Source: an optimization exercise on an open RTL-to-GDS flow (aim: small area). Production flows keep margins and buffers that such runs may drop.
Function was checked by simulation only, so behaviour that the tests miss may differ from the original.
Power is estimated from default activity; no workload was simulated.

**flow/design.v**
```verilog
module gshare_bht #(
  parameter int unsigned NR_ENTRIES      = 1024,
  parameter int unsigned HIST_LEN        = 10,
  parameter int unsigned INSTR_PER_FETCH = 2,
  parameter int unsigned OFFSET          = 1,
  parameter int unsigned VLEN            = 39,
  parameter logic [1:0]  CTR_INIT        = 2'b01
) (
  input  logic                       clk_i,
  input  logic                       rst_ni,
  input  logic                       flush_i,
  input  logic                       debug_mode_i,
  input  logic [VLEN-1:0]            vpc_i,
  output logic [INSTR_PER_FETCH-1:0] pred_valid_o,
  output logic [INSTR_PER_FETCH-1:0] pred_taken_o,
  output logic [HIST_LEN-1:0]        ghr_o,
  input  logic                       spec_valid_i,
  input  logic                       spec_taken_i,
  input  logic                       upd_valid_i,
  input  logic [VLEN-1:0]            upd_pc_i,
  input  logic [HIST_LEN-1:0]        upd_ghr_i,
  input  logic                       upd_taken_i,
  input  logic                       upd_mispred_i,
  output logic                       init_busy_o
);
  localparam int NP = 512;
  localparam logic [4:0] INV2 = 5'b01000;
  logic       idle_q;
  logic [9:0] widx_q;
  logic [9:0] ghr_q;
  logic [5*NP-1:0] st_q;
  assign init_busy_o = ~idle_q;
  assign ghr_o       = ghr_q;
  function automatic logic [7:0] dec3(input logic [2:0] a);
    dec3 = 8'b1 << a;
  endfunction
  logic [8:0] pk;
  assign pk = vpc_i[10:2] ^ ghr_q[9:1];
  logic [7:0] pa, pb, pc;
  assign pa = dec3(pk[2:0]);
  assign pb = dec3(pk[5:3]);
  assign pc = dec3(pk[8:6]);
  logic       upd_fire;
  logic [8:0] uk;
  logic       us;
  assign upd_fire = idle_q & ~flush_i & ~debug_mode_i & upd_valid_i;
  assign uk = upd_pc_i[10:2] ^ upd_ghr_i[9:1];
  assign us = upd_pc_i[1] ^ upd_ghr_i[0];
  logic [7:0] ua, ub, uc;
  assign ua = {8{~idle_q}} | ({8{upd_fire}} & dec3(uk[2:0]));
  assign ub = {8{~idle_q}} | dec3(uk[5:3]);
  assign uc = {8{~idle_q}} | dec3(uk[8:6]);
  logic [NP-1:0] psel, we;
  for (genvar p = 0; p < NP; p++) begin : g_sel
    assign psel[p] = pa[p%8] & pb[(p/8)%8] & pc[p/64];
    assign we[p]   = ua[p%8] & ub[(p/8)%8] & uc[p/64];
  end
  logic [3:0] prd;
  logic [4:0] urd;
  always_comb begin
    prd = '0;
    urd = '0;
    for (int p = 0; p < NP; p++) begin
      prd = prd | ({4{psel[p]}} & st_q[5*p+1 +: 4]);
      urd = urd | ({5{we[p]}}   & st_q[5*p   +: 5]);
    end
  end
  logic va, vb, ta, tb;
  assign va = prd[3] | (~prd[2] & prd[1]);
  assign vb = prd[3] | (~prd[2] & ~prd[1]);
  assign ta = va & (prd[3] ? prd[2] : prd[0]);
  assign tb = vb & prd[0];
  assign pred_valid_o[0] = idle_q & (ghr_q[0] ? vb : va);
  assign pred_valid_o[1] = idle_q & (ghr_q[0] ? va : vb);
  assign pred_taken_o[0] = ghr_q[0] ? tb : ta;
  assign pred_taken_o[1] = ghr_q[0] ? ta : tb;
  logic       ova, ovb;
  logic [1:0] oca, ocb, oc, nc;
  logic [4:0] wd;
  always_comb begin
    ova = urd[4] | (~urd[3] & urd[2]);
    ovb = urd[4] | (~urd[3] & ~urd[2]);
    oca = urd[4] ? urd[3:2] : (ova ? urd[1:0] : CTR_INIT);
    ocb = urd[4] ? urd[1:0] : (ovb ? urd[1:0] : CTR_INIT);
    oc  = us ? ocb : oca;
    nc  = oc;
    if (upd_taken_i) begin
      if (oc != 2'b11) nc = oc + 2'd1;
    end else begin
      if (oc != 2'b00) nc = oc - 2'd1;
    end
    if (!idle_q)      wd = INV2;
    else if (!us)     wd = ovb ? {1'b1, nc, ocb} : {3'b001, nc};
    else              wd = ova ? {1'b1, oca, nc} : {3'b000, nc};
  end
  for (genvar p = 0; p < NP; p++) begin : g_pht
    always_ff @(posedge clk_i) begin
      if (we[p]) st_q[5*p +: 5] <= wd;
    end
  end
  always_ff @(posedge clk_i or negedge rst_ni) begin
    if (!rst_ni) begin
      idle_q <= 1'b0;
      widx_q <= '0;
      ghr_q  <= '0;
    end else if (flush_i) begin
      idle_q <= 1'b0;
      widx_q <= '0;
      ghr_q  <= '0;
    end else if (!idle_q) begin
      widx_q <= widx_q + 10'd1;
      ghr_q  <= '0;
      if (widx_q == 10'h3ff) idle_q <= 1'b1;
    end else if (!debug_mode_i) begin
      if (upd_valid_i && upd_mispred_i) ghr_q <= {upd_ghr_i[8:0], upd_taken_i};
      else if (spec_valid_i)            ghr_q <= {ghr_q[8:0], spec_taken_i};
    end
  end
endmodule
```
**flow/run.sh**
```bash
#!/bin/bash
# synth_recipe.tcl (not shown) runs the flow's synth.tcl, then flattens the netlist and writes it again
# the make line also repeats each setting of config.mk as NAME=value (left out here)
make -C /OpenROAD-flow-scripts/flow DESIGN_CONFIG=/design/flow/config.mk WORK_HOME=/design/flow/orfs CLKGATE_MAP_FILE= SYNTH_SCRIPT=/design/flow/synth_recipe.tcl finish
```
**flow/config.mk**
```make
export PLATFORM = sky130hd
export DESIGN_NAME = gshare_bht
export DESIGN_NICKNAME = gshare_bht
export VERILOG_FILES = /design/flow/design.v
export SDC_FILE = /design/flow/constraint.sdc
export NUM_CORES = 4
export LEC_CHECK = 0
export CAP_MARGIN = 20
export CORE_MARGIN = 2
export CORE_UTILIZATION = 40
export SLEW_MARGIN = 20
export SYNTH_MEMORY_MAX_BITS = 8192
```
**flow/constraint.sdc**
```tcl
create_clock -name core_clock -period 10.0 [get_ports {clk_i}]
set_input_delay 2.0000 -clock core_clock [delete_from_list [all_inputs] [get_ports {clk_i}]]
set_output_delay 2.0000 -clock core_clock [all_outputs]
set_load 0.01 [all_outputs]
```
==> results.yml, run 1 <==
floorplanning:
  num_rows: 203
  die_w_um: 559
  initial_core_util_pct: 40.3
  io_pins: 112
  die_y_um: 559
clock_tree:
  ctsHtreeMaxLevel: 5
  cts_sinks: 2581
  clockBufferDepth: 4
  post_cts_buffers: 0
  root_buffer: "clkbuf_16"
  cts_buffers: 299
outcome:
  tool.error: "[ERROR GRT-0116] Global routing finished with congestion. Check the congestion regions in the DRC Viewer."
  status: "aborted with a tool error"
  lastStage: "5_1_grt"
global_route:
  first_global_vias: 176951
  overflow: 61227
  grtUsageTotal_pct: 122
  grt_max_degree: 103
  grt_first_pass_wirelength_mm: 2450
logic_synthesis:
  ys_types: 91
  syn-cell-area_um2: 123000
  synthFlopType: "edfxtp_1"
  ys_async_sr_fraction_pct: 0.814
  syn_nets: 10219
  synth_seq_area_share_pct: 62.8
  synth_top_cell_by_area: "edfxtp_1"
  yosysWarnings: 1
  ys_seq_elements: 2581
  synth_area_leaders: "edfxtp_1 62%, a22oi_1 5.3%, nor4_1 3.6%"
  netlist_instances: 10121
  yosys.area.top_type_share_pct: 62.3
  synth_edf_count: 2560
  avgSynthCellArea_um2: 12.2
placed_design:
  port_buffers: 52
  gp_congestion: 1.95
  placed_cells: 15925
  hpwl_mm: 1470
==> routing by layer <==
metal | GRT usage (%) | overflow
met4 | 111 | 5489
met5 | 98.8 | 903
met2 | 144 | 29737
met1 | 119 | 16679
met3 | 110 | 8419
==> repair_timing <==
action,4_1_cts
cloned,0
gates resized for setup,5
pin swaps,1
hold buffers,0
hold endpoints to repair,0
setup endpoints to repair,4
==> cell usage after synthesis, drive strengths merged (29+ instances only) <==
cell type     n
edfxtp     2560
a22oi       878
nand3       749
nor4        715
nand4       695
o21ai       553
clkbuf      472
nor2        414
nand2       407
nor3        353
buf         332
a32oi       265
a21oi       227
a22o        193
and3        132
a32o        123
a31oi       118
a221oi       99
o22ai        82
and4         65
a2111oi      63
a222oi       54
a41oi        53
o31ai        41
nand2b       35
or4          32
a311oi       29
==> through the flow <==
stage | instance area [um2] | worst slack [ns] | hold WS, ns | util [%]
2_1_floorplan | 124000 | -3.50 | 0.497 | -
3_3_place_gp | 151000 | -1.14 | 0.528 | 49.3
3_5_place_dp | 152000 | -0.534 | 0.533 | 49.6
4_1_cts | 162000 | 0.00897 | 0.548 | 52.8
==> power by group through the flow <==
stage	clock, W	sequential [W]	combinational [W]
2_1_floorplan	0	0.0119	0.000499
3_3_place_gp	0	0.0119	0.00190
3_5_place_dp	0	0.0119	0.00190
4_1_cts	0.0112	0.0117	0.00191
==> cells by family after synthesis <==
family                     Yosys count  share of synthesized area, %
and+or+nand+nor                   3646                          16.1
xor gates and xnor gates            48                         0.411
muxes                               32                         0.270
adders and majority gates            1                        0.0101
buffers and inverters              816                          2.75
AOI/OAI and AO/OA                 2997                          17.7
DFF                               2581                          62.8
==> worst min path at each step <==
stage                          startpoint               endpoint  depth (start not counted)
CTS                 widx_q[4]$_DFFE_PN0P_  widx_q[4]$_DFFE_PN0P_                          2
global placement    widx_q[6]$_DFFE_PN0P_  widx_q[6]$_DFFE_PN0P_                          2
floorplan           widx_q[4]$_DFFE_PN0P_  widx_q[4]$_DFFE_PN0P_                          2
detailed placement  widx_q[4]$_DFFE_PN0P_  widx_q[4]$_DFFE_PN0P_                          2
==> run 2: changes to the inputs <==
--- a/flow/design.v
+++ b/flow/design.v
@@ -34,36 +34,65 @@
   function automatic logic [7:0] dec3(input logic [2:0] a);
     dec3 = 8'b1 << a;
   endfunction
-  logic [8:0] pk;
+  function automatic logic [63:0] dec6(input logic [5:0] a);
+    dec6 = 64'b1 << a;
+  endfunction
+  logic [8:0]  pk;
+  logic [7:0]  pa;
+  logic [63:0] pg;
   assign pk = vpc_i[10:2] ^ ghr_q[9:1];
-  logic [7:0] pa, pb, pc;
   assign pa = dec3(pk[2:0]);
-  assign pb = dec3(pk[5:3]);
-  assign pc = dec3(pk[8:6]);
-  logic       upd_fire;
-  logic [8:0] uk;
-  logic       us;
+  assign pg = dec6(pk[8:3]);
+  logic        upd_fire;
+  logic [8:0]  uk;
+  logic        us;
+  logic [7:0]  ua, wa;
+  logic [63:0] ug, wg;
   assign upd_fire = idle_q & ~flush_i & ~debug_mode_i & upd_valid_i;
   assign uk = upd_pc_i[10:2] ^ upd_ghr_i[9:1];
   assign us = upd_pc_i[1] ^ upd_ghr_i[0];
-  logic [7:0] ua, ub, uc;
-  assign ua = {8{~idle_q}} | ({8{upd_fire}} & dec3(uk[2:0]));
-  assign ub = {8{~idle_q}} | dec3(uk[5:3]);
-  assign uc = {8{~idle_q}} | dec3(uk[8:6]);
-  logic [NP-1:0] psel, we;
-  for (genvar p = 0; p < NP; p++) begin : g_sel
-    assign psel[p] = pa[p%8] & pb[(p/8)%8] & pc[p/64];
-    assign we[p]   = ua[p%8] & ub[(p/8)%8] & uc[p/64];
+  assign ua = dec3(uk[2:0]);
+  assign ug = dec6(uk[8:3]);
+  assign wa = {8{~idle_q}} | ({8{upd_fire}} & ua);
+  assign wg = {64{~idle_q}} | ug;
+  logic [NP-1:0] we;
+  logic [7:0]    wa_n;
+  logic [63:0]   wg_n;
+  assign wa_n = ~wa;
+  assign wg_n = ~wg;
+  for (genvar p = 0; p < NP; p++) begin : g_we
+    gshare_bht_nor2 u_we (.a_i(wa_n[p%8]), .b_i(wg_n[p/8]), .y_o(we[p]));
   end
+  logic [7:0] pa_n, ua_n;
+  assign pa_n = ~pa;
+  assign ua_n = ~ua;
   logic [3:0] prd;
   logic [4:0] urd;
-  always_comb begin
-    prd = '0;
-    urd = '0;
-    for (int p = 0; p < NP; p++) begin
-      prd = prd | ({4{psel[p]}} & st_q[5*p+1 +: 4]);
-      urd = urd | ({5{we[p]}}   & st_q[5*p   +: 5]);
+  for (genvar b = 0; b < 4; b++) begin : g_prd
+    logic [255:0] x;
+    logic [15:0]  y;
+    for (genvar q = 0; q < 256; q++) begin : g_q
+      gshare_bht_oa22 u (.s_ni(pa_n[(2*q)%8 +: 2]),
+                         .d_ni({st_q[5*(2*q+1)+b+1], st_q[5*(2*q)+b+1]}),
+                         .y_o(x[q]));
     end
+    for (genvar m = 0; m < 16; m++) begin : g_m
+      gshare_bht_mid u (.x_i(x[16*m +: 16]), .g_i(pg[4*m +: 4]), .y_o(y[m]));
+    end
+    assign prd[b] = |y;
+  end
+  for (genvar b = 0; b < 5; b++) begin : g_urd
+    logic [255:0] x;
+    logic [15:0]  y;
+    for (genvar q = 0; q < 256; q++) begin : g_q
+      gshare_bht_oa22 u (.s_ni(ua_n[(2*q)%8 +: 2]),
+                         .d_ni({st_q[5*(2*q+1)+b], st_q[5*(2*q)+b]}),
+                         .y_o(x[q]));
+    end
+    for (genvar m = 0; m < 16; m++) begin : g_m
+      gshare_bht_mid u (.x_i(x[16*m +: 16]), .g_i(ug[4*m +: 4]), .y_o(y[m]));
+    end
+    assign urd[b] = |y;
   end
   logic va, vb, ta, tb;
   assign va = prd[3] | (~prd[2] & prd[1]);
@@ -95,7 +124,7 @@
   end
   for (genvar p = 0; p < NP; p++) begin : g_pht
     always_ff @(posedge clk_i) begin
-      if (we[p]) st_q[5*p +: 5] <= wd;
+      if (we[p]) st_q[5*p +: 5] <= ~wd;
     end
   end
   always_ff @(posedge clk_i or negedge rst_ni) begin
@@ -117,3 +146,28 @@
     end
   end
 endmodule
+module gshare_bht_nor2 (
+  input  logic a_i,
+  input  logic b_i,
+  output logic y_o
+);
+  assign y_o = ~(a_i | b_i);
+endmodule
+module gshare_bht_oa22 (
+  input  logic [1:0] s_ni,
+  input  logic [1:0] d_ni,
+  output logic       y_o
+);
+  assign y_o = ~((s_ni[0] | d_ni[0]) & (s_ni[1] | d_ni[1]));
+endmodule
+module gshare_bht_mid (
+  input  logic [15:0] x_i,
+  input  logic [3:0]  g_i,
+  output logic        y_o
+);
+  logic [3:0] m;
+  for (genvar j = 0; j < 4; j++) begin : g_j
+    assign m[j] = ~((|x_i[4*j +: 4]) & g_i[j]);
+  end
+  assign y_o = ~&m;
+endmodule
==> flow/flow/run.sh (new file) <==
#!/bin/bash
set -uo pipefail
export CTS_ARGS="-sink_clustering_enable -repair_clock_nets -dont_use_dummy_load -sink_clustering_size 20 -sink_clustering_max_diameter 45 -buf_list sky130_fd_sc_hd__clkbuf_8"
export BUFFER_PORTS_ARGS="-buffer_cell sky130_fd_sc_hd__buf_2"
bash standard.sh > flow_make.log 2>&1
==> flow/standard.sh (new file) <==
#!/bin/bash
# synth_recipe.tcl (not shown) runs the flow's synth.tcl, then flattens the netlist and writes it again
# the make line also repeats each setting of config.mk as NAME=value (left out here)
make -C /OpenROAD-flow-scripts/flow DESIGN_CONFIG=/design/flow/config.mk WORK_HOME=/design/flow/orfs CLKGATE_MAP_FILE= SYNTH_SCRIPT=/design/flow/synth_recipe.tcl "${@:-finish}"
--- a/flow/config.mk
+++ b/flow/config.mk
@@ -7,6 +7,7 @@
 export LEC_CHECK = 0
 export CAP_MARGIN = 20
 export CORE_MARGIN = 2
-export CORE_UTILIZATION = 40
+export CORE_UTILIZATION = 55
 export SLEW_MARGIN = 20
-export SYNTH_MEMORY_MAX_BITS = 8192
+export SYNTH_HIERARCHICAL = 1
+export SYNTH_MINIMUM_KEEP_SIZE = 0
removed: flow/run.sh
==> run 2 against run 1 <==
Net effect: now clean on timing, DRC and antenna; synthesized cell count down 34%; synthesized area is 17% lower.
==> results.yml, run 2 <==
drt:
  drcViolationCount: 0
  wire_per_inst_um: 37.7
  dr_total_vias: 75930
  wirelength_mm: 368
  ant_nets: 0
  viasPerCell: 7.77
  dr.pass1.iters: 6
  drt_iter0_markers: 11959
floorplanning:
  io_pins: 112
  coreArea_um2: 185000
  die_y_um: 435
  initial_core_util_pct: 55.3
  die_w_um: 435
  die_area_um2: 190000
  num_rows: 158
sta:
  slew_headroom_pct: 22.4
  report.final.setup_viol: 0
  clock_skew_ns: 0.102
  rsz0062_at_grt: "false"
  hold_violations: 0
  period_minus_slack_ns: 9.74
  max_slew.worst_pin.slew_ns: 1.16
  setup_tns_ns: 0
  drv_slew: 0
  clock.fmax_ghz: 0.103
  min_period_over_period_pct: 97.4
critical_path:
  arrival_ns: 7.74
  cp_max_fo: 44
  crit_family: "simple AND/OR/NAND/NOR gates"
  start_kind: "input pin"
  crit_type: "input pin to primary output"
  end_kind: "primary output"
  cpPeakStageDelay_ns: 0.98
  cp.buffers_inverters: 5
  slowest_stage: "nor4_1"
  worst_ep_required_time_ns: 8.00
  crit_chain: "buf_2, xnor2_1, nor2_1, nand2_4, buf_12, buf_4, o22ai_1, o41ai_1, nand4_1, nor4_1, buf_4, nand4_1, or3b_2, nand2b_1, a31oi_1, buf_2"
clock_tree:
  root_buffer: "clkbuf_8"
  cts_sinks: 2581
  post_cts_buffers: 0
  clockBufferDepth: 4
  ctsResizeCount: 0
  insertion_delay_ns: 1.12
  ctsHtreeMaxLevel: 5
  clkTransAtPathRegs_ns: 0.05
  cts_tree: "built"
  cts_buffers: 301
  ctsHoldBuffers: 0
cells_and_area:
  postLayoutCoreUtil_pct: 61.4
  largest_reg_flops: 2560
  layout.nets: 7361
  final_cell_mix: "2560 x edfxtp_1, 2304 x o22ai_1, 749 x nor2_1"
  top_register: "st_q"
  final_common_cell: "edfxtp_1"
  top_regs: "st_q: 2560 flops, ghr_q: 10 flops, widx_q: 10 flops"
  syn2layout_area_growth_pct: 11.1
  drive_gt1_share_pct: 9.83
  fillerInstances: 13997
pwr:
  ir_worst_vdd_mv: 0.131
  p_per_area_nw_per_um2: 167
  p_leak_nw: 31.6
global_route:
  grt.met2_usage_pct: 56.5
  grt_first_pass_wirelength_mm: 515
  grt_use_met3_pct: 8.52
  grt_max_degree: 171
  met1_usage_pct: 51.5
  first_global_vias: 71979
  overflow: 0
  grtUsageTotal_pct: 37.7
  busiest_layer: "met2"
  antenna_found_initial: 20
logic_synthesis:
  synth_top_cell_by_area: "edfxtp_1"
  netlist_instances: 6634
  ys_seq_elements: 2581
  yosysMostFrequentCell: "edfxtp_1"
  synth_top_cells_by_count: "2560 x edfxtp_1, 2304 x o22ai_1, 754 x nor2_1"
  synth_seq_area_share_pct: 75.6
  synthFlopType: "edfxtp_1"
  ys_async_sr_fraction_pct: 0.814
  avgSynthCellArea_um2: 15.4
  synth_edf_count: 2560
  synth_area_leaders: "edfxtp_1 75%, o22ai_1 14%, o41ai_1 4.9%"
  syn_nets: 6732
  yosys.area.top_type_share_pct: 75.1
  ys_types: 48
  yosysWarnings: 7
  syn-cell-area_um2: 102000
min_path:
  hold_class: "register to register"
flow_run:
  drv_cap: 0
outcome:
  status: "no timing/DRC/antenna violations"
placed_design:
  hpwl_mm: 229
  gp_congestion: 0.968
  port_buffers: 52
-- run 2: path summary, 6_finish.rpt --
kind,startpoint,to,slack [ns],depth (start not counted)
max in group asynchronous,rst_ni,idle_q$_DFF_PN0_,8.71,1
min in group asynchronous,rst_ni,ghr_q[7]$_DFFE_PN0P_,0.89,1
worst min-delay path,widx_q[7]$_DFFE_PN0P_,widx_q[7]$_DFFE_PN0P_,0.53,2
worst max-delay path,vpc_i[3],pred_taken_o[1],0.26,16
worst min register to register,widx_q[7]$_DFFE_PN0P_,widx_q[7]$_DFFE_PN0P_,0.53,2
worst max register to register,st_q[1654]$_DFFE_PP_,st_q[1451]$_DFFE_PP_,4.38,12
-- run 2: power breakdown --
| group | total (W) | leakage [nW] | switching (W) | internal, W |
|---|---|---|---|---|
| combinational | 0.00109 | 6.54 | 0.000824 | 0.000268 |
| sequential | 0.0117 | 22.9 | 0.00000114 | 0.0117 |
| clock | 0.00618 | 2.16 | 0.00350 | 0.00268 |
| total | 0.0190 | 31.6 | 0.00432 | 0.0146 |
-- run 2: per-stage QoR --
| step | hold slack (ns) | total power (W) | worst slack, ns | area (um2) | cells |
|---|---|---|---|---|---|
| 3_5_place_dp | 0.523 | 0.0130 | 0.444 | 110000 | 9440 |
| 4_1_cts | 0.538 | 0.0190 | 0.416 | 114000 | 9741 |
| 5_1_grt | 0.583 | 0.0194 | 0.306 | 114000 | 9763 |
| 3_3_place_gp | 0.517 | 0.0130 | 0.232 | 110000 | 9440 |
| 2_1_floorplan | 0.498 | 0.0124 | -11.39 | 103000 | 6634 |
| 6_report | 0.533 | 0.0190 | 0.259 | 114000 | 9769 |
-- run 2: final cells by class --
| class | instances | area (um2) | share of cell area (%) |
|---|---|---|---|
| sequential | 2581 | 77400 | 68.1 |
| multi-input combinational | 4031 | 25400 | 22.3 |
| clock buffer | 301 | 4140 | 3.64 |
| timing repair buffer | 346 | 3620 | 3.18 |
| tap | 2480 | 3100 | 2.73 |
| antenna | 28 | 70.1 | 0.0616 |
| inverter | 2 | 12.5 | 0.0110 |
-- run 2: worst min-delay path: cells and delay by family, from the launching register on --
family	cells	cell delay, ns
flip-flops	1	0.35
AND/OR/NAND/NOR	1	0.07
XOR/XNOR	1	0.07
-- run 2: per-module statistics from Yosys, one instance, submodules excluded --
module | flip-flops and latches | area [um2] | cells inside
gshare_bht | 2581 | 80100 | 3098
gshare_bht_nor2 | 0 | 3.75 | 1
gshare_bht_mid | 0 | 41.3 | 5
gshare_bht_oa22 | 0 | 6.26 | 1
-- run 2: cell families after synthesis --
| family | count (synthesis) | synth area share, % |
|---|---|---|
| simple gates | 1057 | 4.51 |
| mux | 1 | 0.00978 |
| flops | 2581 | 75.6 |
| compound gates | 2921 | 19.3 |
| fa+ha+maj | 3 | 0.0330 |
| buf+inv | 22 | 0.0856 |
| xor+xnor | 49 | 0.438 |
-- run 2: layer usage --
| layer | vias up | wire (um) |
|---|---|---|
| met5 | - | 90 |
| met4 | 14 | 23600 |
| met3 | 1157 | 44300 |
| met2 | 6022 | 164000 |
| met1 | 37876 | 136000 |
| li1 | 30861 | - |
==> run 3: changes to the inputs <==
==> flow/flow/run.sh (replaced) <==
#!/bin/bash
set -uo pipefail
export CTS_ARGS="-sink_clustering_enable -repair_clock_nets -dont_use_dummy_load -sink_clustering_size 16 -sink_clustering_max_diameter 80 -buf_list sky130_fd_sc_hd__clkbuf_8"
export BUFFER_PORTS_ARGS="-buffer_cell sky130_fd_sc_hd__buf_2"
bash standard.sh > flow_make.log 2>&1
--- a/flow/config.mk
+++ b/flow/config.mk
@@ -5,9 +5,9 @@
 export SDC_FILE = /design/flow/constraint.sdc
 export NUM_CORES = 4
 export LEC_CHECK = 0
-export CAP_MARGIN = 20
+export CAP_MARGIN = 10
 export CORE_MARGIN = 2
 export CORE_UTILIZATION = 55
-export SLEW_MARGIN = 20
+export SLEW_MARGIN = 10
 export SYNTH_HIERARCHICAL = 1
 export SYNTH_MINIMUM_KEEP_SIZE = 0
==> run 3 against run 2 <==
Net effect: power fell by 7.1%; clock skew down 0.041 ns; die area unchanged; critical endpoint unchanged.
==> results.yml, run 3 <==
placed_design:
  place_area_um2: 110000
  hpwl_mm: 229
  placed_cells: 9440
  port_buffers: 52
  gp_congestion: 0.968
  place_ws_ns: 0.427
critical_path:
  end_kind: "primary output"
  r2r_slack_ns: 4.27
  start_kind: "input pin"
  crit_chain: "buf_2, xnor2_1, nor2_1, nand2_4, buf_12, buf_4, o22ai_1, o41ai_1, nand4_1, nor4_1, buf_4, nand4_1, or3b_2, nand2b_1, a31oi_1, buf_2"
  cp_max_fo: 44
  cpPeakStageDelay_ns: 1.03
  r2r-end: "st_q[1761]$_DFFE_PP_"
  r2r_start: "st_q[1654]$_DFFE_PP_"
  worst_ep_required_time_ns: 8.00
  r2r_cells: 12
  arrival_ns: 7.76
  slowest_stage: "nor4_1"
  crit_type: "input pin to primary output"
cells_and_area:
  final_common_cell: "edfxtp_1"
  postLayoutCoreUtil_pct: 60.5
  largest_reg_flops: 2560
  fillerInstances: 14070
  syn2layout_area_growth_pct: 9.50
  top_regs: "st_q: 2560 flops, ghr_q: 10 flops, widx_q: 10 flops"
  final_cells: 9649
  final_cell_mix: "2560 x edfxtp_1, 2304 x o22ai_1, 750 x nor2_1"
  final_cell_area_um2: 112000
  layout.nets: 7241
  top_register: "st_q"
  drive_gt1_share_pct: 8.29
logic_synthesis:
  syn-cell-area_um2: 102000
  ys_types: 48
  synth_top_cells_by_count: "2560 x edfxtp_1, 2304 x o22ai_1, 754 x nor2_1"
  synthFlopType: "edfxtp_1"
  avgSynthCellArea_um2: 15.4
  synth_top_cell_by_area: "edfxtp_1"
  ys_async_sr_fraction_pct: 0.814
  synth_area_leaders: "edfxtp_1 75%, o22ai_1 14%, o41ai_1 4.9%"
  ys_seq_elements: 2581
  yosysWarnings: 7
  yosysMostFrequentCell: "edfxtp_1"
  netlist_instances: 6634
  syn_nets: 6732
  yosys.area.top_type_share_pct: 75.1
  synth_seq_area_share_pct: 75.6
  synth_edf_count: 2560
drt:
  drt_iter0_markers: 11952
  ant_nets: 0
  viasPerCell: 7.82
  dr.pass1.iters: 9
  drcViolationCount: 0
  wirelength_mm: 366
  dr_total_vias: 75466
  wire_per_inst_um: 37.9
floorplanning:
  initial_core_util_pct: 55.3
  die_area_um2: 190000
  coreArea_um2: 185000
  die_w_um: 435
  die_y_um: 435
  io_pins: 112
  num_rows: 158
min_path:
  holdPathStages: 2
  hold_class: "register to register"
  hold_path_startpoint: "widx_q[7]$_DFFE_PN0P_"
  whs_endpoint: "widx_q[7]$_DFFE_PN0P_"
global_route:
  grt_max_degree: 171
  overflow: 0
  antenna_found_initial: 23
  first_global_vias: 71140
  grt_first_pass_wirelength_mm: 511
  grtUsageTotal_pct: 37.4
sta:
  setup_tns_ns: 0
  slew_headroom_pct: 16.3
  rsz0062_at_grt: "false"
  clock_skew_ns: 0.0611
  period_minus_slack_ns: 9.76
  report.final.setup_viol: 0
  clock.fmax_ghz: 0.102
  max_slew.worst_pin.slew_ns: 1.25
  hold_violations: 0
  drv_slew: 0
  setup_ws_ns: 0.242
  min_period_over_period_pct: 97.6
clock_tree:
  clkTransAtPathRegs_ns: 0.09
  ctsHoldBuffers: 0
  clockBufferDepth: 3
  cts_buffers: 180
  ctsResizeCount: 0
  post_cts_buffers: 0
  cts_tree: "built"
  ctsHtreeMaxLevel: 4
  root_buffer: "clkbuf_8"
  cts_sinks: 2581
  insertion_delay_ns: 1.05
pwr:
  ir_worst_vdd_mv: 0.124
  p_per_area_nw_per_um2: 157
  p_leak_nw: 30.8
outcome:
  status: "no timing/DRC/antenna violations"
flow_run:
  drv_cap: 0
run 3: changes by cell type in the layout (fill, tap and decap cells not counted):
| cell | change |
|---|---|
| nor2_1 | +1 |
| nor2_2 | -1 |
| clkbuf_8 | -121 |
| nor4_1 | +1 |
| nor4_2 | -1 |
| buf_2 | +1 |
run 3: metal layers:
metal | vias to the layer above | GRT usage, % | wire (um) | share of wire (%)
met4 | 16 | 19.8 | 22500 | 6.1
met5 | - | 0 | 101 | 0.028
met2 | 6238 | 56.2 | 163000 | 45
li1 | 30602 | - | - | -
met1 | 37480 | 51.6 | 135000 | 37
met3 | 1130 | 8.27 | 45000 | 12
run 3: modules after synthesis, one instance, submodules excluded:
| module | cells inside | copies in the design | flip-flops and latches |
|---|---|---|---|
| gshare_bht_nor2 | 1 | 512 | 0 |
| gshare_bht_mid | 5 | 144 | 0 |
| gshare_bht | 3098 | 1 | 2581 |
| gshare_bht_oa22 | 1 | 2304 | 0 |
run 3: kinds of logic (layout without fill, tap and decap cells):
logic type,Yosys count,after routing,synth area share [%]
compound gates,2921,2921,19.3
flops,2581,2581,75.6
simple gates,1057,1057,4.51
xor+xnor,49,49,0.438
buf+inv,22,529,0.0856
fa+ha+maj,3,3,0.0330
mux,1,1,0.00978
other cells,0,28,0
run 3: area by class of cell:
cell class / count / area, um2 / area share, %
Tap cell: 2480 / 3100 / 2.77
Sequential cell: 2581 / 77400 / 69.1
Multi-Input combinational cell: 4031 / 25400 / 22.6
Inverter: 2 / 12.5 / 0.0112
Clock buffer: 180 / 2480 / 2.21
Timing Repair Buffer: 347 / 3620 / 3.23
Antenna cell: 28 / 70.1 / 0.0625
run 3: report_power, final:
part           total, W  internal (W)  switching [W]  leakage, nW
Clock           0.00484       0.00161        0.00323         1.29
Combinational   0.00109      0.000268       0.000823         6.54
Sequential       0.0117        0.0117     0.00000115         22.9
Total            0.0176        0.0136        0.00406         30.8
run 3: how the worst max path moves through the flow:
stage,startpoint,to,slack [ns]
after floorplan,upd_ghr_i[3],st_q[1001]$_DFFE_PP_,-11.39
after global placement,vpc_i[2],pred_taken_o[0],0.23
after detailed placement,vpc_i[3],pred_taken_o[1],0.43
after CTS,vpc_i[3],pred_taken_o[1],0.41
after global routing,vpc_i[3],pred_taken_o[1],0.29
final,vpc_i[3],pred_taken_o[1],0.24
run 3: through the flow:
step           total power, W  hold slack, ns
6_report               0.0176           0.543
5_1_grt                0.0180           0.594
4_1_cts                0.0176           0.548
3_5_place_dp           0.0130           0.523
3_3_place_gp           0.0130           0.517
2_1_floorplan          0.0124           0.498
run 3: critical path: cells and delay by family:
kind | cells | cell delay (ns)
compound gates | 3 | 0.83
xor+xnor | 1 | 0.45
buf+inv | 5 | 1.25
simple gates | 7 | 3.10
==> run 4: changes to the inputs <==
--- a/flow/design.v
+++ b/flow/design.v
@@ -31,53 +31,46 @@
   logic [5*NP-1:0] st_q;
   assign init_busy_o = ~idle_q;
   assign ghr_o       = ghr_q;
-  function automatic logic [7:0] dec3(input logic [2:0] a);
-    dec3 = 8'b1 << a;
-  endfunction
-  function automatic logic [63:0] dec6(input logic [5:0] a);
-    dec6 = 64'b1 << a;
-  endfunction
   logic [8:0]  pk;
-  logic [7:0]  pa;
-  logic [63:0] pg;
   assign pk = vpc_i[10:2] ^ ghr_q[9:1];
-  assign pa = dec3(pk[2:0]);
-  assign pg = dec6(pk[8:3]);
   logic        upd_fire;
   logic [8:0]  uk;
   logic        us;
-  logic [7:0]  ua, wa;
-  logic [63:0] ug, wg;
   assign upd_fire = idle_q & ~flush_i & ~debug_mode_i & upd_valid_i;
   assign uk = upd_pc_i[10:2] ^ upd_ghr_i[9:1];
   assign us = upd_pc_i[1] ^ upd_ghr_i[0];
-  assign ua = dec3(uk[2:0]);
-  assign ug = dec6(uk[8:3]);
-  assign wa = {8{~idle_q}} | ({8{upd_fire}} & ua);
-  assign wg = {64{~idle_q}} | ug;
+  function automatic logic [31:0] dec5(input logic [4:0] a);
+    dec5 = 32'b1 << a;
+  endfunction
+  function automatic logic [15:0] dec4(input logic [3:0] a);
+    dec4 = 16'b1 << a;
+  endfunction
+  logic [31:0]   wa_n;
+  logic [15:0]   wg_n;
   logic [NP-1:0] we;
-  logic [7:0]    wa_n;
-  logic [63:0]   wg_n;
-  assign wa_n = ~wa;
-  assign wg_n = ~wg;
+  assign wa_n = ~({32{~idle_q}} | ({32{upd_fire}} & dec5(uk[4:0])));
+  assign wg_n = ~({16{~idle_q}} | dec4(uk[8:5]));
   for (genvar p = 0; p < NP; p++) begin : g_we
-    gshare_bht_nor2 u_we (.a_i(wa_n[p%8]), .b_i(wg_n[p/8]), .y_o(we[p]));
+    gshare_bht_nor2 u_we (.a_i(wa_n[p%32]), .b_i(wg_n[p/32]), .y_o(we[p]));
   end
-  logic [7:0] pa_n, ua_n;
-  assign pa_n = ~pa;
-  assign ua_n = ~ua;
+  logic [31:0] ps_n, us_n;
+  logic [15:0] pgs_n, ugs_n;
+  assign ps_n  = ~dec5(pk[4:0]);
+  assign us_n  = ~dec5(uk[4:0]);
+  assign pgs_n = ~dec4(pk[8:5]);
+  assign ugs_n = ~dec4(uk[8:5]);
   logic [3:0] prd;
   logic [4:0] urd;
   for (genvar b = 0; b < 4; b++) begin : g_prd
     logic [255:0] x;
     logic [15:0]  y;
     for (genvar q = 0; q < 256; q++) begin : g_q
-      gshare_bht_oa22 u (.s_ni(pa_n[(2*q)%8 +: 2]),
+      gshare_bht_oa22 u (.s_ni(ps_n[(2*q)%32 +: 2]),
                          .d_ni({st_q[5*(2*q+1)+b+1], st_q[5*(2*q)+b+1]}),
                          .y_o(x[q]));
     end
     for (genvar m = 0; m < 16; m++) begin : g_m
-      gshare_bht_mid u (.x_i(x[16*m +: 16]), .g_i(pg[4*m +: 4]), .y_o(y[m]));
+      gshare_bht_grp u (.x_i(x[16*m +: 16]), .g_ni(pgs_n[m]), .y_o(y[m]));
     end
     assign prd[b] = |y;
   end
@@ -85,12 +78,12 @@
     logic [255:0] x;
     logic [15:0]  y;
     for (genvar q = 0; q < 256; q++) begin : g_q
-      gshare_bht_oa22 u (.s_ni(ua_n[(2*q)%8 +: 2]),
+      gshare_bht_oa22 u (.s_ni(us_n[(2*q)%32 +: 2]),
                          .d_ni({st_q[5*(2*q+1)+b], st_q[5*(2*q)+b]}),
                          .y_o(x[q]));
     end
     for (genvar m = 0; m < 16; m++) begin : g_m
-      gshare_bht_mid u (.x_i(x[16*m +: 16]), .g_i(ug[4*m +: 4]), .y_o(y[m]));
+      gshare_bht_grp u (.x_i(x[16*m +: 16]), .g_ni(ugs_n[m]), .y_o(y[m]));
     end
     assign urd[b] = |y;
   end
@@ -160,14 +153,14 @@
 );
   assign y_o = ~((s_ni[0] | d_ni[0]) & (s_ni[1] | d_ni[1]));
 endmodule
-module gshare_bht_mid (
+module gshare_bht_grp (
   input  logic [15:0] x_i,
-  input  logic [3:0]  g_i,
+  input  logic        g_ni,
   output logic        y_o
 );
-  logic [3:0] m;
-  for (genvar j = 0; j < 4; j++) begin : g_j
-    assign m[j] = ~((|x_i[4*j +: 4]) & g_i[j]);
+  logic [3:0] n;
+  for (genvar k = 0; k < 4; k++) begin : g_k
+    assign n[k] = ~|x_i[4*k +: 4];
   end
-  assign y_o = ~&m;
+  assign y_o = ~((&n) | g_ni);
 endmodule
--- a/flow/config.mk
+++ b/flow/config.mk
@@ -5,9 +5,10 @@
 export SDC_FILE = /design/flow/constraint.sdc
 export NUM_CORES = 4
 export LEC_CHECK = 0
-export CAP_MARGIN = 10
+export CAP_MARGIN = 20
 export CORE_MARGIN = 2
 export CORE_UTILIZATION = 55
-export SLEW_MARGIN = 10
+export GPL_TIMING_DRIVEN = 0
+export SLEW_MARGIN = 20
 export SYNTH_HIERARCHICAL = 1
 export SYNTH_MINIMUM_KEEP_SIZE = 0
==> run 4 against run 3 <==
Net effect: first-iteration DRC count increased by 3.7%; maximum frequency increased by 0.78%; sequential power about the same; clock skew increased by 0.019 ns; final cell count about the same; synthesized cell count decreased by 0.95%.
==> results.yml, run 4 <==
clock_tree:
  clockBufferDepth: 3
  cts_buffers: 180
  root_buffer: "clkbuf_8"
  ctsResizeCount: 0
  clkTransAtPathRegs_ns: 0.07
  insertion_delay_ns: 1.07
  post_cts_buffers: 0
  cts_sinks: 2581
  cts_tree: "built"
  ctsHoldBuffers: 0
  ctsHtreeMaxLevel: 4
logic_synthesis:
  ys_async_sr_fraction_pct: 0.814
  synth_seq_area_share_pct: 76.6
  yosysMostFrequentCell: "edfxtp_1"
  syn-cell-area_um2: 101000
  syn_nets: 6669
  ys_types: 43
  ys_seq_elements: 2581
  synth_top_cell_by_area: "edfxtp_1"
  synth_top_cells_by_count: "2560 x edfxtp_1, 2305 x o22ai_1, 617 x nor2_1"
  avgSynthCellArea_um2: 15.4
  synth_area_leaders: "edfxtp_1 76%, o22ai_1 14%, nor4_1 3.7%"
  yosysWarnings: 7
  synth_edf_count: 2560
  synthFlopType: "edfxtp_1"
  netlist_instances: 6571
  yosys.area.top_type_share_pct: 76.1
critical_path:
  worst_ep_required_time_ns: 8.00
  startpoint: "vpc_i[6]"
  r2r_slack_ns: 3.35
  crit_type: "input pin to primary output"
  start_kind: "input pin"
  r2r-end: "st_q[767]$_DFFE_PP_"
  crit_chain: "buf_2, xor2_1, nand2b_1, nor2_1, nand2_4, buf_16, o22ai_1, nor4_1, a41oi_1, nor4_2, nand4_1, or3b_2, nand2b_1, a31oi_1, buf_2"
  r2r_start: "st_q[1132]$_DFFE_PP_"
  arrival_ns: 7.68
  slowest_stage: "nor4_2"
  end_kind: "primary output"
  cp_max_fo: 33
  r2r_cells: 18
  cpPeakStageDelay_ns: 0.93
pwr:
  total_power_w: 0.0173
  ir_worst_vdd_mv: 0.151
  power.switching_w: 0.00385
  p_int_w: 0.0135
  p_leak_nw: 31.9
  power_frac_clock_pct: 28.1
  comb_power_share_pct: 4.5
  switching_share_pct: 22.2
  p_per_area_nw_per_um2: 151
  seq_power_share_pct: 67.4
global_route:
  grtUsageTotal_pct: 42.3
  overflow: 0
  antenna_found_initial: 15
  first_global_vias: 72746
  grt_max_degree: 81
  grt_first_pass_wirelength_mm: 545
placed_design:
  gp_congestion: 0.935
  hpwl_mm: 277
  place_area_um2: 112000
  port_buffers: 52
floorplanning:
  io_pins: 112
  coreArea_um2: 183000
  die_y_um: 433
  num_rows: 157
  die_w_um: 433
  initial_core_util_pct: 55.3
  die_area_um2: 187000
drt:
  wire_per_inst_um: 41.6
  drt_iter0_markers: 12394
  drcViolationCount: 0
  dr.pass1.iters: 8
  dr_total_vias: 75882
  wirelength_mm: 402
  viasPerCell: 7.86
  ant_nets: 0
sta:
  clock_skew_ns: 0.0803
  hold_violations: 0
  min_period_over_period_pct: 96.8
  period_minus_slack_ns: 9.68
  slew_headroom_pct: 9.85
  setup_tns_ns: 0
  max_slew.worst_pin.slew_ns: 1.34
  report.final.setup_viol: 0
  rsz0062_at_grt: "false"
  clock.fmax_ghz: 0.103
  drv_slew: 0
outcome:
  status: "no timing/DRC/antenna violations"
min_path:
  whs_endpoint: "widx_q[4]$_DFFE_PN0P_"
  holdPathStages: 2
  hold_class: "register to register"
  hold_path_startpoint: "widx_q[4]$_DFFE_PN0P_"
cells_and_area:
  top_register: "st_q"
  syn2layout_area_growth_pct: 13.7
  top_regs: "st_q: 2560 flops, ghr_q: 10 flops, widx_q: 10 flops"
  final_cell_area_um2: 115000
  largest_reg_flops: 2560
  final_cell_mix: "2560 x edfxtp_1, 2305 x o22ai_1, 587 x nor4_1"
  layout.nets: 7280
  final_common_cell: "edfxtp_1"
  drive_gt1_share_pct: 11.2
flow_run:
  drv_cap: 0
run 4: changes by cell type in the layout (fill, tap and decap cells not counted), sizes merged, moves of 4 or more:
cell    change
diode      -18
a31oi       -7
clkbuf     +20
nor4      +576
nand2      +41
a21oi      +26
nand4     -144
xnor2       -4
nor2      -137
buf        +87
o41ai     -576
nand3       +8
a41oi     +144
run 4: cell type report:
| class | instances | area [um2] |
|---|---|---|
| Tap cell | 2464 | 3080 |
| Multi-Input combinational cell | 3961 | 25100 |
| Clock buffer | 180 | 2480 |
| Sequential cell | 2581 | 77400 |
| Antenna cell | 10 | 25.0 |
| Inverter | 4 | 15.0 |
| Buffer | 25 | 214 |
| Fill cell | 13421 | 68000 |
| Timing Repair Buffer | 429 | 6590 |
run 4: how the worst max path moves through the flow:
stage                                 to  slack [ns]  depth (start not counted)
global route             pred_taken_o[1]        0.42                         15
global placement     st_q[712]$_DFFE_PP_      -31.08                         16
detailed placement   st_q[712]$_DFFE_PP_        0.30                         25
CTS                      pred_taken_o[1]        0.88                         15
finish                   pred_taken_o[1]        0.32                         15
floorplan           st_q[1001]$_DFFE_PP_      -11.09                         15
run 4: critical path, delay by kind of cell:
kind | cells | cell delay, ns
AND/OR/NAND/NOR | 8 | 3.71
AO/OA/AOI/OAI | 3 | 0.84
buffers and inverters | 3 | 0.60
XOR/XNOR | 1 | 0.40
run 4: per-stage QoR:
step	hold slack [ns]	utilization, %	cells	setup WS, ns
after global placement	0.520	57.5	9087	-31.08
final	0.543	62.8	9654	0.317
after detailed placement	0.526	61.4	9463	0.298
after CTS	0.546	62.8	9643	0.881
after global routing	0.585	62.8	9645	0.420
after floorplan	0.498	-	6571	-11.09
run 4: cells by family (layout without fill, tap and decap cells):
family | count (synthesis) | after routing | synth area share (%)
simple gates | 1405 | 1405 | 6.98
xor+xnor | 44 | 44 | 0.400
mux | 1 | 1 | 0.00991
buf+inv | 29 | 638 | 0.110
compound gates | 2509 | 2509 | 15.9
fa+ha+maj | 2 | 2 | 0.0235
flops | 2581 | 2581 | 76.6
other cells | 0 | 10 | 0
run 4: routing by layer:
layer	share of wire [%]	up-vias	track usage, %
li1	-	30209	-
met1	33	37737	51.1
met2	45	6322	64.4
met3	13	1606	12.7
met4	9.1	8	31.7
met5	0.013	-	0
run 4: power by group through the flow:
stage | Clock (W) | Combinational, W | Sequential, W
4_1_cts | 0.00488 | 0.000728 | 0.0117
3_5_place_dp | 0 | 0.000726 | 0.0119
3_3_place_gp | 0 | 0.000643 | 0.0119
5_1_grt | 0.00522 | 0.000761 | 0.0117
6_report | 0.00487 | 0.000774 | 0.0117
2_1_floorplan | 0 | 0.000338 | 0.0119
run 4: Yosys stat by module (local to each module, per instance):
module,cells inside,copies in the design,cell area [um2],flip-flops and latches
gshare_bht,3035,1,79900,2581
gshare_bht_grp,5,144,33.8,0
gshare_bht_oa22,1,2304,6.26,0
gshare_bht_nor2,1,512,3.75,0
==> run 5: changes to the inputs <==
--- a/flow/config.mk
+++ b/flow/config.mk
@@ -8,7 +8,6 @@
 export CAP_MARGIN = 20
 export CORE_MARGIN = 2
 export CORE_UTILIZATION = 55
-export GPL_TIMING_DRIVEN = 0
 export SLEW_MARGIN = 20
 export SYNTH_HIERARCHICAL = 1
 export SYNTH_MINIMUM_KEEP_SIZE = 0
==> run 5 against run 4 <==
Net effect: still clean on timing, DRC and antenna; sequential share of layout area is 2.1 points higher; via count fell by 0.11%; setup slack better by 0.091 ns; maximum frequency is 0.95% higher; die area stayed put; flip-flop and latch count stayed put; first-iteration DRC count shrank 3.3%; clock skew down 0.0061 ns; synthesized cell count is the same.
==> results.yml, run 5 <==
outcome:
  status: "no timing/DRC/antenna violations"
pwr:
  power.switching_w: 0.00383
  comb_power_share_pct: 4.4
  seq_power_share_pct: 67.5
  power_frac_clock_pct: 28.1
  switching_share_pct: 22.1
  p_per_area_nw_per_um2: 155
  p_leak_nw: 30.6
  p_int_w: 0.0135
  ir_worst_vdd_mv: 0.130
logic_synthesis:
  synth_top_cells_by_count: "2560 x edfxtp_1, 2305 x o22ai_1, 617 x nor2_1"
  yosys-mux-area-fraction_pct: 0.00990
  ys_seq_elements: 2581
  synth-xor-area-share_pct: 0.400
  syn_nets: 6669
  netlist_instances: 6571
  synth_edf_count: 2560
  synth_seq_area_share_pct: 76.6
  ys_types: 43
  yosysWarnings: 7
  synth_top_cell_by_area: "edfxtp_1"
  synthSimpleGateAreaFrac_pct: 6.98
  synth_compound_area_share_pct: 15.9
  yosys.area.top_type_share_pct: 76.1
  synth_area_leaders: "edfxtp_1 76%, o22ai_1 14%, nor4_1 3.7%"
  synth_top_family_by_area: "compound AO/OA/AOI/OAI gates"
  yosysMostFrequentCell: "edfxtp_1"
  syn-cell-area_um2: 101000
  synthAdderAreaFrac_pct: 0.0235
  synthFlopType: "edfxtp_1"
  avgSynthCellArea_um2: 15.4
  ys_async_sr_fraction_pct: 0.814
sta:
  clock_skew_ns: 0.0742
  setup_tns_ns: 0
  period_minus_slack_ns: 9.59
  clock.fmax_ghz: 0.104
  max_slew.worst_pin.slew_ns: 1.32
  min_period_over_period_pct: 95.9
  report.final.setup_viol: 0
  hold_violations: 0
  slew_headroom_pct: 11.4
  hold_slack_ns: 0.546
  drv_slew: 0
  rsz0062_at_grt: "false"
clock_tree:
  cts_buffers: 180
  clkTransAtPathRegs_ns: 0.08
  cts_tree: "built"
  ctsHoldBuffers: 0
  ctsHtreeMaxLevel: 4
  root_buffer: "clkbuf_8"
  clockBufferDepth: 3
  post_cts_buffers: 0
  cts_sinks: 2581
  insertion_delay_ns: 1.03
  ctsResizeCount: 0
floorplanning:
  initial_core_util_pct: 55.3
  die_w_um: 433
  die_y_um: 433
  io_pins: 112
  num_rows: 157
  coreArea_um2: 183000
  die_area_um2: 187000
placed_design:
  gp_congestion: 1.02
  placed_cells: 9373
  hpwl_mm: 258
  port_buffers: 52
min_path:
  hold_path_startpoint: "widx_q[4]$_DFFE_PN0P_"
  whs_endpoint: "widx_q[4]$_DFFE_PN0P_"
  holdPathStages: 2
  hold_class: "register to register"
cells_and_area:
  final_cells: 9570
  syn2layout_area_growth_pct: 10.3
  top_regs: "st_q: 2560 flops, ghr_q: 10 flops, widx_q: 10 flops"
  final_cell_mix: "2560 x edfxtp_1, 2305 x o22ai_1, 596 x nor4_1"
  top_register: "st_q"
  largest_reg_flops: 2560
  layout.nets: 7190
  drive_gt1_share_pct: 9.96
  final_common_cell: "edfxtp_1"
critical_path:
  cp_max_fo: 25
  r2r_start: "st_q[1068]$_DFFE_PP_"
  slowest_stage: "nand2_4"
  cp.buffers_inverters: 6
  r2r_cells: 11
  start_kind: "input pin"
  r2r_slack_ns: 4.00
  crit_family: "simple AND/OR/NAND/NOR gates"
  crit_type: "input pin to primary output"
  cp_common_cell: "buf_4"
  worst_ep_required_time_ns: 8.00
  cpPeakStageDelay_ns: 0.57
  end_kind: "primary output"
  r2r-end: "st_q[1076]$_DFFE_PP_"
  crit_chain: "buf_2, xor2_1, nand2b_1, nor2_1, nand2_4, buf_4, buf_4, o22ai_1, nor4_1, a41oi_1, nor4_1, buf_4, nand4_1, buf_4, or3b_2, nand2b_1, a31oi_1, buf_2"
  arrival_ns: 7.59
global_route:
  antenna_found_initial: 15
  first_global_vias: 71287
  grt_max_degree: 183
  grt_first_pass_wirelength_mm: 552
  grtUsageTotal_pct: 42.9
  overflow: 0
drt:
  dr.pass1.iters: 7
  ant_nets: 0
  viasPerCell: 7.92
  dr_total_vias: 75797
  drt_iter0_markers: 11986
  drcViolationCount: 0
  wirelength_mm: 407
  wire_per_inst_um: 42.5
flow_run:
  drv_cap: 0
## run 5: power groups by stage
stage | clock network (W) | registers [W] | logic, W
floorplan | 0 | 0.0119 | 0.000338
global placement | 0 | 0.0119 | 0.000705
detailed placement | 0 | 0.0119 | 0.000710
CTS | 0.00487 | 0.0117 | 0.000711
global route | 0.00520 | 0.0117 | 0.000749
finish | 0.00486 | 0.0117 | 0.000756
## run 5: per-layer routing
metal / vias to the layer above / global-route usage (%) / share of wire [%]
met2: 6413 / 63.9 / 44
met1: 37870 / 52.7 / 34
li1: 30020 / - / -
met3: 1476 / 13.7 / 13
met4: 18 / 31.9 / 8.8
met5: - / 0 / 0.034
## run 5: worst max-delay path by stage
| stage | endpoint | slack (ns) | from | cells after the start |
|---|---|---|---|---|
| after floorplan | st_q[1001]$_DFFE_PP_ | -11.09 | upd_pc_i[3] | 15 |
| after global placement | pred_taken_o[0] | 0.78 | vpc_i[5] | 19 |
| after detailed placement | pred_taken_o[1] | 0.86 | vpc_i[5] | 15 |
| after CTS | pred_taken_o[1] | 0.83 | vpc_i[5] | 15 |
| after global routing | pred_taken_o[1] | 0.44 | vpc_i[5] | 18 |
| final | pred_taken_o[1] | 0.41 | vpc_i[5] | 18 |
## run 5: worst register-to-register path: stages (launching register included)
cell      delay (ns)
edfxtp_1        0.40
o22ai_1         0.11
nor4_1          1.01
a41oi_1         0.55
nor4_4          0.90
nand4_4         0.24
nor4_1          0.27
a21oi_1         0.09
o22a_1          0.27
maj3_2          0.35
o211ai_1        0.69
buf_12          0.62
## run 5: layout make-up
cell class / count / area, um2
Antenna cell: 16 / 40.0
Clock buffer: 180 / 2480
Fill cell: 13852 / 71500
Inverter: 4 / 17.5
Multi-Input combinational cell: 3961 / 24900
Sequential cell: 2581 / 77400
Tap cell: 2464 / 3080
Timing Repair Buffer: 364 / 3560
## run 5: logic make-up (layout without fill, tap and decap cells)
logic type / count (synthesis) / in the layout
AO/OA/AOI/OAI: 2509 / 2509
XOR/XNOR: 44 / 44
AND/OR/NAND/NOR: 1405 / 1405
flip-flops: 2581 / 2581
multiplexers: 1 / 1
buffers and inverters: 29 / 548
adder cells (fa/ha/maj): 2 / 2
other: 0 / 16
## run 5: per-stage QoR
step | area [um2] | util (%) | power (W) | setup slack [ns]
after global routing | 111000 | 60.9 | 0.0176 | 0.441
after floorplan | 102000 | - | 0.0123 | -11.09
after CTS | 111000 | 60.9 | 0.0173 | 0.831
after detailed placement | 109000 | 59.5 | 0.0126 | 0.856
final | 111000 | 60.9 | 0.0173 | 0.408
after global placement | 109000 | 59.5 | 0.0126 | 0.778
## run 5: per-module statistics from Yosys (local to each module, per instance)
module | flops+latches | cells | times used
gshare_bht_oa22 | 0 | 1 | 2304
gshare_bht | 2581 | 3035 | 1
gshare_bht_nor2 | 0 | 1 | 512
gshare_bht_grp | 0 | 5 | 144
==> run 6: changes to the inputs <==
--- a/flow/design.v
+++ b/flow/design.v
@@ -62,28 +62,28 @@
   logic [3:0] prd;
   logic [4:0] urd;
   for (genvar b = 0; b < 4; b++) begin : g_prd
-    logic [255:0] x;
-    logic [15:0]  y;
-    for (genvar q = 0; q < 256; q++) begin : g_q
-      gshare_bht_oa22 u (.s_ni(ps_n[(2*q)%32 +: 2]),
-                         .d_ni({st_q[5*(2*q+1)+b+1], st_q[5*(2*q)+b+1]}),
-                         .y_o(x[q]));
-    end
-    for (genvar m = 0; m < 16; m++) begin : g_m
-      gshare_bht_grp u (.x_i(x[16*m +: 16]), .g_ni(pgs_n[m]), .y_o(y[m]));
+    logic [31:0] y;
+    for (genvar i = 0; i < 32; i++) begin : g_c
+      logic [7:0] x;
+      for (genvar m = 0; m < 8; m++) begin : g_m
+        gshare_bht_oa22 u (.s_ni(pgs_n[2*m +: 2]),
+                           .d_ni({st_q[5*(32*(2*m+1)+i)+b+1], st_q[5*(32*(2*m)+i)+b+1]}),
+                           .y_o(x[m]));
+      end
+      gshare_bht_col u (.x_i(x), .a_ni(ps_n[i]), .y_o(y[i]));
     end
     assign prd[b] = |y;
   end
   for (genvar b = 0; b < 5; b++) begin : g_urd
-    logic [255:0] x;
-    logic [15:0]  y;
-    for (genvar q = 0; q < 256; q++) begin : g_q
-      gshare_bht_oa22 u (.s_ni(us_n[(2*q)%32 +: 2]),
-                         .d_ni({st_q[5*(2*q+1)+b], st_q[5*(2*q)+b]}),
-                         .y_o(x[q]));
-    end
-    for (genvar m = 0; m < 16; m++) begin : g_m
-      gshare_bht_grp u (.x_i(x[16*m +: 16]), .g_ni(ugs_n[m]), .y_o(y[m]));
+    logic [31:0] y;
+    for (genvar i = 0; i < 32; i++) begin : g_c
+      logic [7:0] x;
+      for (genvar m = 0; m < 8; m++) begin : g_m
+        gshare_bht_oa22 u (.s_ni(ugs_n[2*m +: 2]),
+                           .d_ni({st_q[5*(32*(2*m+1)+i)+b], st_q[5*(32*(2*m)+i)+b]}),
+                           .y_o(x[m]));
+      end
+      gshare_bht_col u (.x_i(x), .a_ni(us_n[i]), .y_o(y[i]));
     end
     assign urd[b] = |y;
   end
@@ -153,14 +153,13 @@
 );
   assign y_o = ~((s_ni[0] | d_ni[0]) & (s_ni[1] | d_ni[1]));
 endmodule
-module gshare_bht_grp (
-  input  logic [15:0] x_i,
-  input  logic        g_ni,
-  output logic        y_o
+module gshare_bht_col (
+  input  logic [7:0] x_i,
+  input  logic       a_ni,
+  output logic       y_o
 );
-  logic [3:0] n;
-  for (genvar k = 0; k < 4; k++) begin : g_k
-    assign n[k] = ~|x_i[4*k +: 4];
-  end
-  assign y_o = ~((&n) | g_ni);
+  logic [1:0] n;
+  assign n[0] = ~|x_i[3:0];
+  assign n[1] = ~|x_i[7:4];
+  assign y_o = ~((&n) | a_ni);
 endmodule
==> run 6 against run 5 <==
Net effect: still clean on timing, DRC and antenna; clock power shrank 0.8%; sequential share of layout area grew 0.22 points; final cell count grew 1.7%; core utilization shrank 0.32 points; synthesized area grew 0.49%; maximum frequency shrank 1.4%; clock-buffer cell count shrank 1; combinational power grew 25%; final area shrank 0.31%; first-iteration DRC count shrank 12%; die area grew 0.49%; critical path depth is the same; critical path type unchanged; critical endpoint is now pred_taken_o[0].
==> results.yml, run 6 <==
outcome:
  status: "no timing/DRC/antenna violations"
logic_synthesis:
  synth_seq_area_share_pct: 76.2
  synth_area_leaders: "edfxtp_1 76%, o22ai_1 14%, nor4_1 4.0%"
  syn_nets: 6878
  yosysMostFrequentCell: "edfxtp_1"
  yosys.area.top_type_share_pct: 75.7
  ys_async_sr_fraction_pct: 0.814
  ys_types: 46
  synthFlopType: "edfxtp_1"
  avgSynthCellArea_um2: 15.0
  synth_top_cells_by_count: "2560 x edfxtp_1, 2306 x o22ai_1, 649 x nor4_1"
  ys_seq_elements: 2581
  yosysWarnings: 7
  syn-cell-area_um2: 102000
  netlist_instances: 6780
  synth_top_cell_by_area: "edfxtp_1"
  synth_edf_count: 2560
sta:
  clock_skew_ns: 0.0561
  drv_slew: 0
  max_slew.worst_pin.slew_ns: 1.29
  period_minus_slack_ns: 9.72
  slew_headroom_pct: 13.8
  setup_ws_ns: 0.277
  hold_slack_ns: 0.547
  clock.fmax_ghz: 0.103
  report.final.setup_viol: 0
  rsz0062_at_grt: "false"
  min_period_over_period_pct: 97.2
  setup_tns_ns: 0
  hold_violations: 0
global_route:
  overflow: 0
  antenna_found_initial: 10
  first_global_vias: 71037
  grt_max_degree: 183
  grtUsageTotal_pct: 38.6
  grt_first_pass_wirelength_mm: 513
drt:
  viasPerCell: 7.63
  drt_iter0_markers: 10512
  drcViolationCount: 0
  dr.pass1.iters: 6
  wire_per_inst_um: 37.9
  ant_nets: 0
  dr_total_vias: 74223
  wirelength_mm: 369
clock_tree:
  cts_sinks: 2581
  cts_buffers: 179
  post_cts_buffers: 0
  ctsResizeCount: 0
  root_buffer: "clkbuf_8"
  ctsHoldBuffers: 0
  cts_tree: "built"
  clkTransAtPathRegs_ns: 0.10
  insertion_delay_ns: 1.00
  ctsHtreeMaxLevel: 4
  clockBufferDepth: 3
pwr:
  p_leak_nw: 30.4
  p_per_area_nw_per_um2: 157
  ir_worst_vdd_mv: 0.128
floorplanning:
  initial_core_util_pct: 55.4
  io_pins: 112
  die_w_um: 434
  die_y_um: 434
  die_area_um2: 188000
  num_rows: 157
  coreArea_um2: 183000
critical_path:
  worst_ep_required_time_ns: 8.00
  end_kind: "primary output"
  r2r_start: "st_q[329]$_DFFE_PP_"
  r2r_cells: 10
  start_kind: "input pin"
  r2r_slack_ns: 4.42
  cp_max_fo: 38
  arrival_ns: 7.72
  r2r-end: "st_q[908]$_DFFE_PP_"
  crit_type: "input pin to primary output"
cells_and_area:
  multi_input_area_um2: 25000
  top_register: "st_q"
  regArea_um2: 77400
  final_cell_area_um2: 111000
  final_common_cell: "edfxtp_1"
  largest_reg_flops: 2560
  top_regs: "st_q: 2560 flops, ghr_q: 10 flops, widx_q: 10 flops"
  layout.nets: 7357
  postLayoutCoreUtil_pct: 60.6
  fillerInstances: 14009
  final_cell_mix: "2560 x edfxtp_1, 2306 x o22ai_1, 646 x nor4_1"
  syn2layout_area_growth_pct: 9.38
  drive_gt1_share_pct: 8.49
min_path:
  holdPathStages: 2
  whs_endpoint: "widx_q[4]$_DFFE_PN0P_"
  hold_class: "register to register"
  hold_path_startpoint: "widx_q[4]$_DFFE_PN0P_"
flow_run:
  drv_cap: 0
placed_design:
  port_buffers: 52
  place_ws_ns: 0.885
  gp_congestion: 1.03
  hpwl_mm: 228
  place_area_um2: 109000
run 6: how the worst max path moves through the flow:
| stage | endpoint | start | cells after the start |
|---|---|---|---|
| finish | pred_taken_o[0] | vpc_i[8] | 18 |
| global route | pred_taken_o[0] | vpc_i[7] | 18 |
| CTS | pred_taken_o[0] | vpc_i[10] | 18 |
| detailed placement | pred_taken_o[0] | vpc_i[8] | 18 |
| global placement | pred_taken_o[0] | vpc_i[10] | 18 |
| floorplan | st_q[1003]$_DFFE_PP_ | upd_pc_i[7] | 13 |
run 6: modules after synthesis (local to each module, per instance):
| module | cells inside | times used | flip-flops and latches | cell area (um2) |
|---|---|---|---|---|
| gshare_bht | 3100 | 1 | 2581 | 80200 |
| gshare_bht_col | 3 | 288 | 0 | 17.5 |
| gshare_bht_nor2 | 1 | 512 | 0 | 3.75 |
| gshare_bht_oa22 | 1 | 2304 | 0 | 6.26 |
run 6: worst max-delay path, stage by stage:
cell and delay (ns):
buf_2 0.12, xnor2_1 0.19, nor2_1 0.20, nand2_4 0.71
buf_12 0.29, buf_4 0.25, o22ai_1 0.10, nor4_1 0.52
a21oi_1 0.20, nor4_1 0.65, buf_4 0.28, nand4_1 0.37
nor2_1 0.81, buf_4 0.26, a21boi_0 0.25, mux2_2 0.20
o22ai_1 0.07, buf_2 0.18
run 6: logic make-up after synthesis:
group	after synthesis	share of synthesized area [%]
muxes	2	0.0209
and+or+nand+nor	1457	7.13
xor gates and xnor gates	47	0.405
AOI/OAI and AO/OA	2662	16.1
adders and majority gates	1	0.0123
buffers and inverters	30	0.138
DFF	2581	76.2
run 6: report_power, final:
group | internal (W) | switching (W)
Clock | 0.00160 | 0.00321
Sequential | 0.0117 | 0.00000112
Combinational | 0.000227 | 0.000716
Total | 0.0135 | 0.00393
run 6: final cells by class:
| class | instances | area share [%] |
|---|---|---|
| diodes | 8 | 0.0180 |
| clock buffers | 179 | 2.22 |
| inverters | 2 | 0.00901 |
| multi-input cells | 4169 | 22.5 |
| flip-flops and latches | 2581 | 69.7 |
| well taps | 2464 | 2.78 |
| repair buffers | 326 | 2.80 |
run 6: through the flow:
step	cells	power, W
floorplan	6780	0.0124
global placement	9542	0.0128
detailed placement	9542	0.0128
CTS	9721	0.0175
global route	9726	0.0178
finish	9729	0.0174
run 6: metal layers:
layer  vias to the layer above  global-route usage (%)  routed length (um)
li1                      30527                       -                   -
met2                      5697                    60.7              171000
met3                      1218                    9.06               42500
met1                     36779                    48.8              129000
met5                         -                       0                  13
met4                         2                    23.6               26600

[what the ideal ports hide]
No port has a modelled driver above. Below, the same layouts with a new extraction and two added sets of constraints.
Step 1 (the two cells are an assumption about what drives the block):
set clk [get_ports {clk_i}]
set_driving_cell -lib_cell sky130_fd_sc_hd__clkbuf_16 $clk
set_driving_cell -lib_cell sky130_fd_sc_hd__buf_2 [delete_from_list [all_inputs] $clk]
Step 2 times the ports against the registers' clock, not the clock port: input delays grow and output delays shrink by t, the midpoint of the rising clock arrivals with the driver on.
a / b / c = ideal ports / drivers / drivers and shift; a / b = the first two.
run	t, ns	slack for setup (ns)	clock arrival spread, ns	worst slew at a driven data input, ns
run 2	1.150	0.259 / 0.215 / 0.215	0.102 / 0.103	0.41
run 3	1.107	0.242 / 0.217 / 0.217	0.061 / 0.061	0.41
run 4	1.119	0.317 / 0.295 / -0.217	0.080 / 0.080	0.08
run 5	1.076	0.408 / 0.387 / 0.387	0.074 / 0.074	0.07
run 6	1.052	0.277 / 0.254 / 0.254	0.056 / 0.056	0.14
With both steps, setup timing fails in run 4, where it was met with ideal ports. For run 4, which loses most, drivers alone change the setup slack by -0.022 ns; drivers and shift together by -0.534 ns.
